Background: an optimization exercise with open tools, aiming at small area, a short achievable clock period and few clock cycles. Do not read the settings as production practice.
Where RTL was checked, it was by simulation tests only, not by an equivalence proof against the original.
Power and IR drop assume default switching activity.

Setup of job 8529:
==> flow/design.v (excerpt) <==
module cpu16 (
	input  logic clk,
	input  logic arstN,
	output logic iCyc,
	output logic iStb,
	output logic [15:0] iAdr,
	input  logic iAck,
	input  logic [15:0] iDatR,
	output logic dCyc,
	output logic dStb,
	output logic dWe,
	output logic [15:0] dAdr,
	output logic [15:0] dDatW,
	input  logic dAck,
	input  logic [15:0] dDatR,
	output logic halted,
	output logic err
);
	logic [15:0] pc;        
	logic [15:0] ir;
	logic irValid;
	logic [15:0] rf [8];
	logic [7:0] rfValid;    
	logic stopped;
	logic errR;
	logic wEn;              
	logic wLoad;            
	logic [2:0] wDest;
	logic mReq;             
	logic mWe;
	logic [15:0] res;       
	logic [15:0] sDat;      
	logic stall;
	logic [15:0] wVal;
	logic wCommit;
	assign stall = mReq && !dAck;
	assign wVal = wLoad ? dDatR : res;
	assign wCommit = wEn && !stall;
	always_ff @(posedge clk) begin
		if (wCommit) rf[wDest] <= wVal;
	end
	always_ff @(posedge clk or negedge arstN) begin
		if (!arstN) rfValid <= '0;
		else if (wCommit) rfValid[wDest] <= 1'b1;
	end
	logic [4:0] op;
	logic [2:0] rs, rt;
	logic [15:0] a, b;
	logic [15:0] imm5, imm8;
	logic isAddi, isSubi, isBeqz, isBnez, isSt, isLd, isAlu, isHalt, isNop, isIll;
	logic exec, ctl;
	logic sub, useImm, logicOp, regWe, memOp, taken, stop;
	logic [15:0] opB, sum, result;
	assign op = ir[15:11];
	assign rs = ir[10:8];
	assign rt = ir[7:5];
	assign imm5 = {{11{ir[4]}}, ir[4:0]};
	assign imm8 = {{8{ir[7]}}, ir[7:0]};
	assign isHalt = op == 5'b00000;
	assign isNop  = op == 5'b00001;
	assign isAddi = op == 5'b01000;
	assign isSubi = op == 5'b01001;
	assign isBeqz = op == 5'b01100;
	assign isBnez = op == 5'b01101;
	assign isSt   = op == 5'b10000;
	assign isLd   = op == 5'b10001;
	assign isAlu  = op == 5'b11011;
	assign isIll  = !(isHalt || isNop || isAddi || isSubi || isBeqz || isBnez ||
		isSt || isLd || isAlu);
	assign stop = isHalt || isIll;
	assign ctl = isBeqz || isBnez || stop;
	assign exec = irValid && !stall && !stopped && (iAck || !ctl);
	logic fwdA, fwdB;
	logic [7:0] hotA, hotB;
	assign fwdA = wEn && wDest == rs;
  ...
Size in the first run: roughly 91 I/O pins, ~0.012 mm2 of cells after synthesis.
clock: 6.0 ns
lec_check: 0
cap_margin: 20
core_margin: 2
core_utilization: 40
setup_slack_margin: 2.0
slew_margin: 20
run.sh (not shown) runs the stock make flow with config.mk's settings and CLKGATE_MAP_FILE= SYNTH_SCRIPT=/design/flow/synth_recipe.tcl, a recipe that flattens the netlist after the stock synthesis.
The following lists how job 4020 was set up differently from job 8529:
Settings: removing SETUP_SLACK_MARGIN (formerly 2.0).
### Flow results
Summary of job 4020 over job 8529: part of the power in registers now sits higher, vias per cell rose by 0.049, maximum frequency went down 0.045 GHz, clock network power held steady, cell count after placement picked up an extra 10.
Function was not checked in any run of this note: the RTL went through the layout flow alone.

========
## run A
The RTL this note starts from:
==> flow/design.v <==
`timescale 1ns/1ps
module cpu16 (
	input  logic clk,
	input  logic arstN,
	output logic iCyc,
	output logic iStb,
	output logic [15:0] iAdr,
	input  logic iAck,
	input  logic [15:0] iDatR,
	output logic dCyc,
	output logic dStb,
	output logic dWe,
	output logic [15:0] dAdr,
	output logic [15:0] dDatW,
	input  logic dAck,
	input  logic [15:0] dDatR,
	output logic halted,
	output logic err
);
	logic [15:0] pc;
	logic [15:0] rf [8];
	logic [7:0] rfValid;    
	logic stopped;
	logic errR;
	logic wEn;              
	logic wLoad;            
	logic [2:0] wDest;
	logic mReq;             
	logic mWe;
	logic [7:0] resLo;      
	logic [7:0] xHi, yHi;   
	logic cLo;              
	logic wLogic, wAndn;    
	logic [15:0] res;       
	logic [15:0] sDat;      
	logic stall;
	logic [15:0] wVal;
	logic wCommit;
	logic [7:0] resHi;
	assign resHi = wLogic ? (wAndn ? (xHi & ~yHi) : (xHi ^ yHi)) : (xHi + yHi + {7'b0, cLo});
	assign res = {resHi, resLo};
	assign stall = mReq && !dAck;
	assign wVal = wLoad ? dDatR : res;
	assign wCommit = wEn && !stall;
	always_ff @(posedge clk) begin
		if (wCommit) rf[wDest] <= wVal;
	end
	always_ff @(posedge clk or negedge arstN) begin
		if (!arstN) rfValid <= '0;
		else if (wCommit) rfValid[wDest] <= 1'b1;
	end
	logic [15:0] ins;
	logic [4:0] op;
	logic [2:0] rs, rt;
	logic [15:0] a, b;
	logic [15:0] imm5, imm8;
	logic isAddi, isSubi, isBeqz, isBnez, isSt, isLd, isAlu, isHalt, isNop, isIll;
	logic exec;
	logic sub, useImm, logicOp, regWe, memOp, taken, stop;
	logic [15:0] opB, pcNext;
	assign ins = iDatR;
	assign op = ins[15:11];
	assign rs = ins[10:8];
	assign rt = ins[7:5];
	assign imm5 = {{11{ins[4]}}, ins[4:0]};
	assign imm8 = {{8{ins[7]}}, ins[7:0]};
	assign isHalt = op == 5'b00000;
	assign isNop  = op == 5'b00001;
	assign isAddi = op == 5'b01000;
	assign isSubi = op == 5'b01001;
	assign isBeqz = op == 5'b01100;
	assign isBnez = op == 5'b01101;
	assign isSt   = op == 5'b10000;
	assign isLd   = op == 5'b10001;
	assign isAlu  = op == 5'b11011;
	assign isIll  = !(isHalt || isNop || isAddi || isSubi || isBeqz || isBnez ||
		isSt || isLd || isAlu);
	assign stop = isHalt || isIll;
	assign exec = iAck && !stall && !stopped;
	logic fwdA, fwdB;
	logic [7:0] hotA, hotB;
	logic [15:0] rdA, rdB;
	assign fwdA = wEn && wDest == rs;
	assign fwdB = wEn && wDest == rt;
	always_comb begin
		rdA = '0;
		rdB = '0;
		for (int i = 0; i < 8; i++) begin
			hotA[i] = rs == 3'(i) && rfValid[i];
			hotB[i] = rt == 3'(i) && rfValid[i];
			rdA = rdA | ({16{hotA[i]}} & rf[i]);
			rdB = rdB | ({16{hotB[i]}} & rf[i]);
		end
	end
	assign a = fwdA ? wVal : rdA;
	assign b = fwdB ? wVal : rdB;
	assign useImm = isAddi || isSubi || isSt || isLd;
	assign sub = isSubi || (isAlu && ins[1:0] == 2'b01);
	assign logicOp = isAlu && ins[1];
	assign opB = useImm ? imm5 : b;
	logic [15:0] aX;
	logic [8:0] sumLo;
	logic [7:0] resultLo;
	assign aX = sub ? ~a : a;
	assign sumLo = {1'b0, opB[7:0]} + {1'b0, aX[7:0]} + {8'b0, sub};
	assign resultLo = logicOp ? (ins[0] ? (a[7:0] & ~b[7:0]) : (a[7:0] ^ b[7:0])) : sumLo[7:0];
	assign regWe = isAddi || isSubi || isLd || isAlu;
	assign memOp = isLd || isSt;
	logic aZero;
	assign aZero = fwdA ? wVal == 16'h0000 : rdA == 16'h0000;
	assign taken = (isBeqz && aZero) || (isBnez && !aZero);
	assign pcNext = taken ? pc + 16'd2 + imm8 : pc + 16'd2;
	always_ff @(posedge clk or negedge arstN) begin
		if (!arstN) begin
			pc <= '0;
			stopped <= 1'b0;
			errR <= 1'b0;
			wEn <= 1'b0;
			mReq <= 1'b0;
		end else begin
			if (exec) begin
				pc <= pcNext;
				if (stop) begin
					stopped <= 1'b1;
					errR <= isIll;
				end
			end
			if (!stall) begin
				wEn <= exec && regWe;
				mReq <= exec && memOp;
			end
		end
	end
	always_ff @(posedge clk) begin
		if (exec) begin
			wLoad <= isLd;
			wDest <= isAlu ? ins[4:2] : ins[7:5];
			mWe <= isSt;
			resLo <= resultLo;
			cLo <= sumLo[8];
			xHi <= aX[15:8];
			yHi <= opB[15:8];
			wLogic <= logicOp;
			wAndn <= ins[0];
			sDat <= b;
		end
	end
	assign iCyc = !stopped;
	assign iStb = !stopped;
	assign iAdr = pc;
	assign dCyc = mReq;
	assign dStb = mReq;
	assign dWe = mWe;
	assign dAdr = res;
	assign dDatW = sDat;
	assign halted = stopped;
	assign err = errR;
endmodule
export LEC_CHECK = 0
export CAP_MARGIN = 20
export CORE_MARGIN = 2
export CORE_UTILIZATION = 70
export SETUP_SLACK_MARGIN = 2.3
export SLEW_MARGIN = 20
export TNS_END_PERCENT = 5
create_clock -name core_clock -period 6.0 [get_ports {clk}]
standard.sh (not shown) runs the stock make flow with config.mk's settings and CLKGATE_MAP_FILE= SYNTH_SCRIPT=/design/flow/synth_recipe.tcl, a recipe that flattens the netlist after the stock synthesis.
==> flow/flow/run.sh <==
#!/bin/bash
# The standard layout, with buf_2 as the buffer that buffer_ports puts on
# every input and output port. make's full output goes to standard.log.
set -euo pipefail
bash standard.sh "BUFFER_PORTS_ARGS=-buffer_cell sky130_fd_sc_hd__buf_2" finish > standard.log 2>&1
Run A completed end to end with timing, DRC and antenna clean.
Testbench counts of run A, summed over its fixed seeds: cycles 70,213.
### run A -> run B
- changing CORE_UTILIZATION from 70 to 40
Notes after the runs:
In terms of clock slew at the register clock pins of the worst setup and hold paths, run B and run A differ only marginally. Hold violation total from the final report came out exactly the same in run A and run B. Summary of run B over run A: sequential fraction of total cell area saw a decrease; area added between synthesis and finish shows an increase of 1.4 points; static leakage lower; count of clock-buffer cells in the layout shows an increase of 1. Looking at worst-case setup margin in the final layout across run A and run B, the one that comes out lower is run A.
## Diff of input files: run C against run B
- setting CTS_CLUSTER_DIAMETER to 80 for the first time
- setting CTS_CLUSTER_SIZE to 20 for the first time
==> flow/run.sh (new file) <==
#!/bin/bash
# synth_recipe.tcl (not shown) runs the flow's synth.tcl, then flattens the netlist and writes it again
# the make line also repeats each setting of config.mk as NAME=value (left out here)
make -C /OpenROAD-flow-scripts/flow DESIGN_CONFIG=/design/flow/config.mk WORK_HOME=/design/flow/orfs CLKGATE_MAP_FILE= SYNTH_SCRIPT=/design/flow/synth_recipe.tcl finish
removed: flow/flow/run.sh
removed: flow/standard.sh
Results
- Count of cells resized by post-cts repair in run C vs run B: up 190%
- Diff run B -> run C: via count moved up; sequential fraction of total cell area moved down; wire length per cell moved up.
- Status: hold slack parity (run B, run C)
- Total power is lower on run C
- | fraction of power spent switching nets | run C vs run B | 1.1 points higher |
- Row clock network area share: run C lower / run B higher
- On clock-buffer cell count: run C sits below run B.

[afterwards: timing with drivers on the ports]
No port has a modelled driver above. Below, the same layouts with a new extraction and two added sets of constraints. Step 1 assumes that a clkbuf_16 drives the clock port and a buf_2 every other input. Step 2, shift: input delay + t, output delay - t, t = (earliest + latest rising clock arrival at the registers) / 2. This alone moves slack from input paths to output paths. Three values: no drivers, after step 1, after step 2; two values: the first two.
run	shift t [ns]	slack for setup (ns)	worst setup path after step 2
job 8529	0.579	1.651 / 1.651 / 1.214	input to register
job 4020	0.576	0.586 / 0.586 / 0.586	register to register
run A	0.547	2.220 / 2.170 / 1.734	input to register
run B	0.575	2.225 / 2.176 / 1.703	input to register
run C	0.535	2.198 / 2.150 / 1.724	input to register
After both steps setup and hold are still met in every run listed. For run B, which loses most, drivers alone change the setup slack by -0.049 ns; drivers and shift together by -0.522 ns.
